From an optimization exercise on the open Yosys and OpenROAD flow, aimed at small area; shortcuts taken in it are not production practice. In this exercise RTL edits were held to simulation tests only and were not proved equivalent to the original. No activity file was given, so power comes from the tool's default toggle rates.

$ cat design/flow/config.mk
export PLATFORM = sky130hd
export DESIGN_NAME = dpCluster
export DESIGN_NICKNAME = dpCluster
export VERILOG_FILES = /design/flow/design.v
export SDC_FILE = /design/flow/constraint.sdc
export NUM_CORES = 4
export LEC_CHECK = 0
export CAP_MARGIN = 20
export CORE_MARGIN = 2
export CORE_UTILIZATION = 40
export SLEW_MARGIN = 20
$ cat design/flow/constraint.sdc
create_clock -name core_clock -period 10.0 [get_ports {clk}]
set_input_delay 2.0000 -clock core_clock [delete_from_list [all_inputs] [get_ports {clk}]]
set_output_delay 2.0000 -clock core_clock [all_outputs]
set_load 0.01 [all_outputs]
$ cat design/flow/design.v
`default_nettype none
module controlUnit (
    input  logic [32-1:0] instr,
    output logic [3:0]             flagW,
    output logic                   pcs,
    output logic                   regW,
    output logic                   noWrite,
    output logic                   aluSrc,
    output logic [3:0]             aluCtl,
    output logic [1:0]             instClass
);
    logic [1:0] op;
    logic [5:0] funct;
    logic [3:0] rd;
    logic       branch;
    logic       dpOp;
    assign op        = instr[27:26];
    assign funct     = instr[25:20];
    assign rd        = instr[15:12];
    assign instClass = op;
    always_comb begin
        branch = 1'b0;
        regW   = 1'b0;
        aluSrc = 1'b0;
        dpOp   = 1'b0;
        case (op)
            2'b00: begin
                aluSrc = funct[5];
                if (!funct[5] && instr[7:4] == 4'b1001 && instr[24:21] == 4'b0000) begin
                    regW = 1'b0;     
                end else begin
                    regW = 1'b1;
                    dpOp = 1'b1;
                end
            end
            2'b01: begin
                aluSrc = ~funct[5];
                regW = funct[0] && !(funct == 6'b111111 && instr[7:4] == 4'b1111);
            end
            2'b10: begin
                branch = 1'b1;
                aluSrc = 1'b1;
            end
            default: aluSrc = 1'b0;     
        endcase
    end
    always_comb begin
        aluCtl  = 4'd4;
        flagW   = 4'b0000;
        noWrite = 1'b0;
        if (dpOp) begin
            aluCtl  = funct[4:1];
            noWrite = funct[4:3] == 2'b10;     
            if (funct[0]) begin
                flagW = ((funct[4:1]) == 4'd0 || (funct[4:1]) == 4'd1 || (funct[4:1]) == 4'd8 || 
                         (funct[4:1]) == 4'd9 || (funct[4:1]) == 4'd12 || (funct[4:1]) == 4'd13 || 
                         (funct[4:1]) == 4'd14 || (funct[4:1]) == 4'd15) ? 4'b1110 : 4'b1111;
            end
        end else if (op == 2'b01) begin
            aluCtl = funct[3] ? 4'd4 : 4'd2;     
        end
    end
    assign pcs = branch || (rd == 4'd15 && regW);
endmodule
`default_nettype wire
`default_nettype none
module aluCore (
    input  logic [32-1:0]  a,
    input  logic [32-1:0]  b,
    input  logic [3:0] op,
    input  logic   cIn,
    output logic [32-1:0]  y,
    output logic [3:0]  flags
);
    logic [32-1:0]              addX;
    logic [32-1:0]              addY;
    logic               addC;
    logic [32:0] sum;
    logic               overflow;
    logic               logicOp;
    always_comb begin
        addX = a;
        addY = b;
        addC = 1'b0;
        case (op)
            4'd2, 4'd10: begin
                addY = ~b;
                addC = 1'b1;
            end
            4'd3: begin
                addX = b;
                addY = ~a;
                addC = 1'b1;
            end
            4'd5: addC = cIn;
            4'd6: begin
                addY = ~b;
                addC = cIn;
            end
            4'd7: begin
                addX = b;
                addY = ~a;
                addC = cIn;
            end
            default: addC = 1'b0;     
        endcase
    end
    assign sum      = {1'b0, addX} + {1'b0, addY} + {{32{1'b0}}, addC};
    assign overflow = (addX[32-1] == addY[32-1]) &&
                      (sum[32-1] != addX[32-1]);
    assign logicOp  = ((op) == 4'd0 || (op) == 4'd1 || (op) == 4'd8 || 
                         (op) == 4'd9 || (op) == 4'd12 || (op) == 4'd13 || 
                         (op) == 4'd14 || (op) == 4'd15);
    always_comb begin
        case (op)
            4'd0, 4'd8: y = a & b;
            4'd1, 4'd9: y = a ^ b;
            4'd12:          y = a | b;
            4'd13:          y = b;
            4'd14:          y = a & ~b;
            4'd15:          y = ~b;
            default:          y = sum[32-1:0];
        endcase
    end
    assign flags = {y[32-1], y == '0,
                    logicOp ? cIn : sum[32],
                    logicOp ? 1'b0 : overflow};
endmodule
`default_nettype wire
`default_nettype none
module execLane (
    input  logic    clk,
    input  logic    rstN,
    input  logic    issue,
    input  logic [32-1:0]   instr,
    input  logic [32-1:0]   opA,
    input  logic [32-1:0]   opB,
    output logic    resValid,
    output logic [32-1:0]   result,
    output logic [16-1:0] status
);
    logic [3:0]      flags;
    logic [3:0]      flagW;
    logic [3:0]      aluFlags;
    logic [3:0]      flagMask;
    logic [3:0]      nextFlags;
    logic       n;
    logic       z;
    logic       c;
    logic       v;
    logic       pcs;
    logic       regW;
    logic       noWrite;
    logic       aluSrc;
    logic [3:0]     aluCtl;
    logic [1:0] instClass;
    logic [3:0]      cond;
    logic       condPass;
    logic       doExec;
    logic       doWrite;
    logic [32-1:0]      immVal;
    logic [32-1:0]      operand2;
    logic [32-1:0]      aluY;
    logic [32-1:0]      nextResult;
    logic [2*32-1:0] immRot;
    controlUnit uControlUnit (
        .instr     (instr),
        .flagW     (flagW),
        .pcs       (pcs),
        .regW      (regW),
        .noWrite   (noWrite),
        .aluSrc    (aluSrc),
        .aluCtl    (aluCtl),
        .instClass (instClass)
    );
    aluCore uAluCore (
        .a     (opA),
        .b     (operand2),
        .op    (aluCtl),
        .cIn   (c),
        .y     (aluY),
        .flags (aluFlags)
    );
    assign {n, z, c, v} = flags;
    assign cond = instr[31:28];
    always_comb begin
        case (cond)
            4'h0:    condPass = z;
            4'h1:    condPass = !z;
            4'h2:    condPass = c;
            4'h3:    condPass = !c;
            4'h4:    condPass = n;
            4'h5:    condPass = !n;
            4'h6:    condPass = v;
            4'h7:    condPass = !v;
            4'h8:    condPass = c && !z;
            4'h9:    condPass = !c || z;
            4'hA:    condPass = n == v;
            4'hB:    condPass = n != v;
            4'hC:    condPass = !z && (n == v);
            4'hD:    condPass = z || (n != v);
            default: condPass = 1'b1;     
        endcase
    end
    assign immRot   = {2{{(32-8){1'b0}}, instr[7:0]}} >> {instr[11:8], 1'b0};
    assign immVal   = immRot[32-1:0];
    assign operand2 = aluSrc ? immVal : opB;
    assign doExec     = condPass && instClass == 2'd0 && regW;
    assign doWrite    = doExec && !noWrite;
    assign flagMask   = doExec ? flagW : 4'b0000;
    assign nextFlags  = (flags & ~flagMask) | (aluFlags & flagMask);
    assign nextResult = doWrite ? aluY : result;
    always_ff @(posedge clk) begin
        if (!rstN) begin
            resValid <= 1'b0;
            flags    <= '0;
            result   <= '0;
        end else begin
            resValid <= issue;
            if (issue) begin
                flags  <= nextFlags;
                result <= nextResult;
            end
        end
    end
    always_ff @(posedge clk) begin
        if (issue) begin
            status <= {nextResult == '0, doExec, instr[15:12], instClass, nextFlags,
                       flagMask != 4'b0000, pcs, doWrite, 1'b1};
        end
    end
endmodule
`default_nettype wire
`default_nettype none
module issueDispatcher (
    input  logic                  clk,
    input  logic                  rstN,
    input  logic                  wbCyc,
    input  logic                  wbStb,
    input  logic                  wbWe,
    input  logic [3:0]            wbAdr,
    input  logic [32-1:0]                 wbDatW,
    output logic                  wbAck,
    output logic [32-1:0]                 wbDatR,
    output logic [4-1:0] issue,
    output logic [32-1:0]                 instr,
    output logic [32-1:0]                 opA,
    output logic [32-1:0]                 opB,
    output logic [$clog2(4)-1:0]              rdLane,
    output logic                  rdStatus,
    output logic                  clrDone,
    input  logic [32-1:0]                 rdData
);
    localparam logic [4-1:0] LANE0 = 1;
    logic                   state;
    logic                   request;
    logic                   isInstr;
    logic [3:0]             wrOff;
    logic [$clog2(4)-1:0] wrLane;
    assign request  = state == 1'b0 && wbCyc && wbStb;
    assign isInstr  = wbAdr >= 4'd2 && wbAdr <= 4'd5;
    assign wrOff    = wbAdr - 4'd2;
    assign wrLane   = wrOff[$clog2(4)-1:0];
    assign rdLane   = wbAdr[$clog2(4)-1:0];
    assign rdStatus = wbAdr[2];
    assign clrDone  = request && !wbWe && wbAdr[3:2] == 2'b11;
    always_ff @(posedge clk) begin
        if (!rstN) begin
            state <= 1'b0;
            wbAck <= 1'b0;
            issue <= '0;
        end else begin
            wbAck <= 1'b0;
            issue <= '0;
            case (state)
                1'b0: begin
                    if (request) begin
                        state <= 1'b1;
                        wbAck <= 1'b1;
                        if (wbWe && isInstr) begin
                            issue <= LANE0 << wrLane;     
                        end
                    end
                end
                1'b1: state <= 1'b0;     
            endcase
        end
    end
    always_ff @(posedge clk) begin
        if (request && wbWe) begin
            if (wbAdr == 4'd0) begin
                opA <= wbDatW;
            end
            if (wbAdr == 4'd1) begin
                opB <= wbDatW;
            end
            if (isInstr) begin
                instr <= wbDatW;
            end
        end
        if (request && !wbWe) begin
            wbDatR <= wbAdr[3] ? rdData : '0;
        end
    end
endmodule
`default_nettype wire
`default_nettype none
module resultCollector (
    input  logic                                   clk,
    input  logic                                   rstN,
    input  logic [4-1:0]                  resValid,
    input  logic [4*32-1:0]      result,
    input  logic [4*16-1:0]  status,
    input  logic [$clog2(4)-1:0]                               rdLane,
    input  logic                                   rdStatus,
    input  logic                                   clrDone,
    output logic [32-1:0]                                  rdData
);
    localparam int SW = 16;
    logic [32-1:0]   resReg  [4];
    logic [16-1:0] statReg [4];
    logic [32-1:0]   selRes;
    logic [16-1:0] selStat;
    always_ff @(posedge clk) begin
        if (!rstN) begin
            for (int i = 0; i < 4; i++) begin
                resReg[i]  <= '0;
                statReg[i] <= '0;
            end
        end else begin
            for (int i = 0; i < 4; i++) begin
                if (resValid[i]) begin
                    resReg[i]  <= result[i*32 +: 32];
                    statReg[i] <= status[i*SW +: SW];     
                end
                if (clrDone && int'(rdLane) == i) begin
                    statReg[i][0] <= 1'b0;
                end
            end
        end
    end
    always_comb begin
        if (resValid[rdLane]) begin
            selRes  = result[rdLane*32 +: 32];
            selStat = status[rdLane*SW +: SW];
        end else begin
            selRes  = resReg[rdLane];
            selStat = statReg[rdLane];
        end
        rdData = rdStatus ? {{(32-16){1'b0}}, selStat} : selRes;
    end
endmodule
`default_nettype wire
`default_nettype none
module dpCluster (
    input  logic       clk,
    input  logic       rstN,
    input  logic       wbCyc,
    input  logic       wbStb,
    input  logic       wbWe,
    input  logic [3:0] wbAdr,
    input  logic [32-1:0]      wbDatW,
    output logic [32-1:0]      wbDatR,
    output logic       wbAck
);
    localparam int SW = 16;
    logic [4-1:0]             issue;
    logic [4-1:0]             resValid;
    logic [32-1:0]                             instr;
    logic [32-1:0]                             opA;
    logic [32-1:0]                             opB;
    logic [4*32-1:0] laneResult;
    logic [4*SW-1:0]          laneStatus;
    logic [$clog2(4)-1:0]                          rdLane;
    logic                              rdStatus;
    logic                              clrDone;
    logic [32-1:0]                             rdData;
    issueDispatcher uDispatcher (
        .clk      (clk),
        .rstN     (rstN),
        .wbCyc    (wbCyc),
        .wbStb    (wbStb),
        .wbWe     (wbWe),
        .wbAdr    (wbAdr),
        .wbDatW   (wbDatW),
        .wbAck    (wbAck),
        .wbDatR   (wbDatR),
        .issue    (issue),
        .instr    (instr),
        .opA      (opA),
        .opB      (opB),
        .rdLane   (rdLane),
        .rdStatus (rdStatus),
        .clrDone  (clrDone),
        .rdData   (rdData)
    );
    for (genvar i = 0; i < 4; i++) begin : gLane
        execLane uLane (
            .clk      (clk),
            .rstN     (rstN),
            .issue    (issue[i]),
            .instr    (instr),
            .opA      (opA),
            .opB      (opB),
            .resValid (resValid[i]),
            .result   (laneResult[i*32 +: 32]),
            .status   (laneStatus[i*SW +: SW])
        );
    end
    resultCollector uCollector (
        .clk      (clk),
        .rstN     (rstN),
        .resValid (resValid),
        .result   (laneResult),
        .status   (laneStatus),
        .rdLane   (rdLane),
        .rdStatus (rdStatus),
        .clrDone  (clrDone),
        .rdData   (rdData)
    );
endmodule
`default_nettype wire
$ cat design/flow/run.sh
#!/bin/bash
# synth_recipe.tcl (not shown) runs the flow's synth.tcl, then flattens the netlist and writes it again
# the make line also repeats each setting of config.mk as NAME=value (left out here)
make -C /OpenROAD-flow-scripts/flow DESIGN_CONFIG=/design/flow/config.mk WORK_HOME=/design/flow/orfs CLKGATE_MAP_FILE= SYNTH_SCRIPT=/design/flow/synth_recipe.tcl finish
==> impl_metrics.tcl <==
set metrics [dict create \
    clock-root-buffer "clkbuf_16" \
    antenna_found_initial 4 \
    cp_max_fo 20 \
    fin_crit_sh 0.865 \
    drcViolationCount 0 \
    numPortBuffers 73 \
    synth.area.top_cells "dfxtp_1 20%, edfxtp_1 16%, mux2i_1 8.8%, mux4_2 7.4%, nor2_1 5.6%" \
    critPathLaunchType "register" \
    drv_slew 0 \
    dieArea_mm2 0.0880 \
    endpoint_kind "register" \
    wl_per_cell_um 29.5 \
    rows 107 \
    status "complete, no violations" \
    hold_viol 0 \
    power-per-cell-area_mw_per_mm2 128 \
    syn-instance-count 3741 \
    syn-num-nets 3919 \
    yosysTopAreaCell "dfxtp_1" \
    overflow 0 \
    syn_area_mm2 0.0342 \
    maxCapViolCount 0 \
    synth_edf_count 184 \
    cp.arrival_ns 9.09 \
    grt_max_degree 191 \
    num_vias 31337 \
    ys_seq_elements 529 \
    pre_cts_ws_ns 1.68 \
    cts-buffers-inserted 58 \
    yosysMostFrequentCell "nor2_1" \
    total_power_w 0.00489 \
    holdBufCountCts 0 \
    nets 3871 \
    min_period_ns 8.65 \
    grt_pass1_vias 28700 \
    post-cts-setup-buffers 0 \
    areaGrowthSynthToFinish_pct 11.8 \
    drt.antenna.violating_nets 0 \
    cts.sinks 529 \
    rsz0062_at_grt "no" \
    drt_iter0_markers 3758 \
    cts_buffer_depth 3 \
    worst_pin_slew_ns 1.21 \
    async_flop_share 0 \
    cp.required_ns 10.43 \
    ys_seq_area_frac 0.363 \
    initial_core_util 0.403 \
    avgViaCountPerCell 6.41 \
    vdd_drop_max_mv 0.135 \
    place_congestion 1.02 \
    clk_pin_slew_ns 0.06 \
    synth_cell_types 98 \
    clock_latency_ns 0.66 \
    die_w_um 297 \
    synth_top_area_frac 0.202 \
    drt_pass1_iterations 7 \
    cts_tree "built" \
    postSynthAreaPerCell_um2 9.16 \
    critical_path_class "register to register" \
    min_path_type "register to register" \
    fillers 8269 \
    finalWorstSetupSlack_ns 1.35 \
    wl_mm 144 \
    fp.dieH_um 297 \
    grt_pass1_wl_mm 207 \
    finClkSkew_ns 0.0717 \
    io_pins 74 \
    power_leakage_nw 13.1 \
    grt.total_usage 0.322 \
    fmax_mhz 116 \
    htree_num_levels 2 \
    post_cts_resized 0 \
    synthFlopType "dfxtp_1" \
    setup_viol 0 \
    dp_hpwl_mm 109 \
    slew_headroom 0.188 \
    core-area_mm2 0.0850 \
    yosysWarnings 7 \
    synthTopCellsByCount "514 x nor2_1, 345 x dfxtp_1, 300 x mux2i_1, 235 x nand2_1, 222 x clkbuf_1" \
    drive_gt1_frac 0.111 \
    tns_ns 0 \
]
## final timing paths
check	from	endpoint	slack (ns)	cells past startpoint
max	uDispatcher.instr[27]	gLane[0].uLane.status[15]	1.35	18
max reg2reg	uDispatcher.instr[27]	gLane[0].uLane.status[15]	1.35	18
min reg2reg	uCollector.statReg[2][6]	uCollector.statReg[2][6]	0.49	2
min	uCollector.statReg[2][6]	uCollector.statReg[2][6]	0.49	2
## cells in the final DEF, fill, tap and decap left out, types with 34 or more instances in the layout
cell type / netlist / final
ha_1: 136 / 136
o21ai_0: 212 / 210
and2_1: 37 / 37
clkdlybuf4s50_1: 0 / 70
a31oi_1: 51 / 51
a22oi_1: 34 / 34
nor4_1: 80 / 77
buf_4: 0 / 93
nand4_1: 66 / 66
inv_1: 99 / 99
o211ai_1: 34 / 34
clkbuf_16: 0 / 58
nor3_1: 109 / 102
a211oi_1: 65 / 60
a21oi_1: 141 / 141
edfxtp_1: 184 / 184
xnor2_1: 78 / 78
dfxtp_1: 345 / 337
nand3_1: 89 / 88
mux4_2: 112 / 112
nand2_1: 235 / 235
nor2_1: 514 / 504
mux2i_1: 300 / 299
## through the flow
stage | instances | area [um2] | hold slack [ns] | utilization
global placement | 4776 | 36200 | 0.468 | 0.426
CTS | 4885 | 38300 | 0.483 | 0.450
finish | 4889 | 38300 | 0.490 | 0.450
detailed placement | 4776 | 36200 | 0.475 | 0.426
global route | 4886 | 38300 | 0.510 | 0.450
floorplan | 3741 | 34200 | 0.454 | -
## power by group
part	total (W)	leakage (nW)	internal, W	switching [W]
combinational	0.000416	7.69	0.000127	0.000289
sequential	0.00223	4.45	0.00222	0.00000753
clock	0.00224	0.993	0.00129	0.000948
total	0.00489	13.1	0.00364	0.00124
## flip-flops by register name, indices dropped and copies added (netlist names), 16 cells and up
register and cells:
gLane.uLane.flags 16, gLane.uLane.result 128, gLane.uLane.status 60, uCollector.resReg 128, uCollector.statReg 64, uDispatcher.instr 28, uDispatcher.opA 32, uDispatcher.opB 32
uDispatcher.wbDatR 32
## layout make-up
| class | instances | area (um2) | area share |
|---|---|---|---|
| antenna | 3 | 7.51 | 0.000196 |
| clock buffer | 75 | 1620 | 0.0422 |
| clock inverter | 34 | 417 | 0.0109 |
| inverter | 102 | 390 | 0.0102 |
| multi-input combinational | 2835 | 20500 | 0.536 |
| sequential | 529 | 12500 | 0.325 |
| tap | 1144 | 1430 | 0.0374 |
| timing repair buffer | 167 | 1460 | 0.0380 |
## metal layers
metal	routed length, um	track usage
met3	11700	0.0488
met2	63700	0.494
met4	7900	0.150
met5	10	0
met1	60900	0.446
## critical path, stage by stage, from the launching register on
cell	delay [ns]
edfxtp_1	0.67
o21a_1	0.41
nor2_1	0.86
mux2i_1	0.46
inv_1	0.12
nor2_1	0.12
o22ai_1	0.07
ha_1	0.44
o211ai_1	0.24
o21a_1	0.30
xnor2_1	0.82
nand3_1	0.64
nor4_1	1.15
nand3_1	0.50
o31ai_1	0.41
a21o_1	0.18
a31oi_1	0.10
or4_1	0.62
nor4_1	0.33
## kinds of logic after synthesis
| family | Yosys count | synth area share |
|---|---|---|
| xor+xnor | 96 | 0.0245 |
| fa+ha+maj | 137 | 0.0503 |
| simple gates | 1339 | 0.190 |
| mux | 424 | 0.165 |
| buf+inv | 377 | 0.0420 |
| flops | 529 | 0.363 |
| compound gates | 839 | 0.165 |

[static timing again, ports no longer ideal]
Ports are ideal in the flow. The routed layout listed here was re-timed in OpenROAD.
Step 1: set_driving_cell puts a clkbuf_16 on clk and a buf_2 on each other input, an assumption about the parent block.
Step 2 adds t to the input delays and takes it off the output delays; t is the mean of the earliest and latest rising clock arrival at the registers after step 1. Input paths then give back, and output paths get back, about the clock's delay inside the block.
Three values: ideal, step 1, step 2; two values: the first two.
shift t [ns]: 0.699
setup WS [ns]: 1.347 / 1.347 / 1.347
worst register clock-pin slew, ns: 0.07 / 0.07
After both steps setup and hold are still met in this run. The setup slack of this run moves by 0.000 ns with the drivers and by 0.000 ns with both steps.
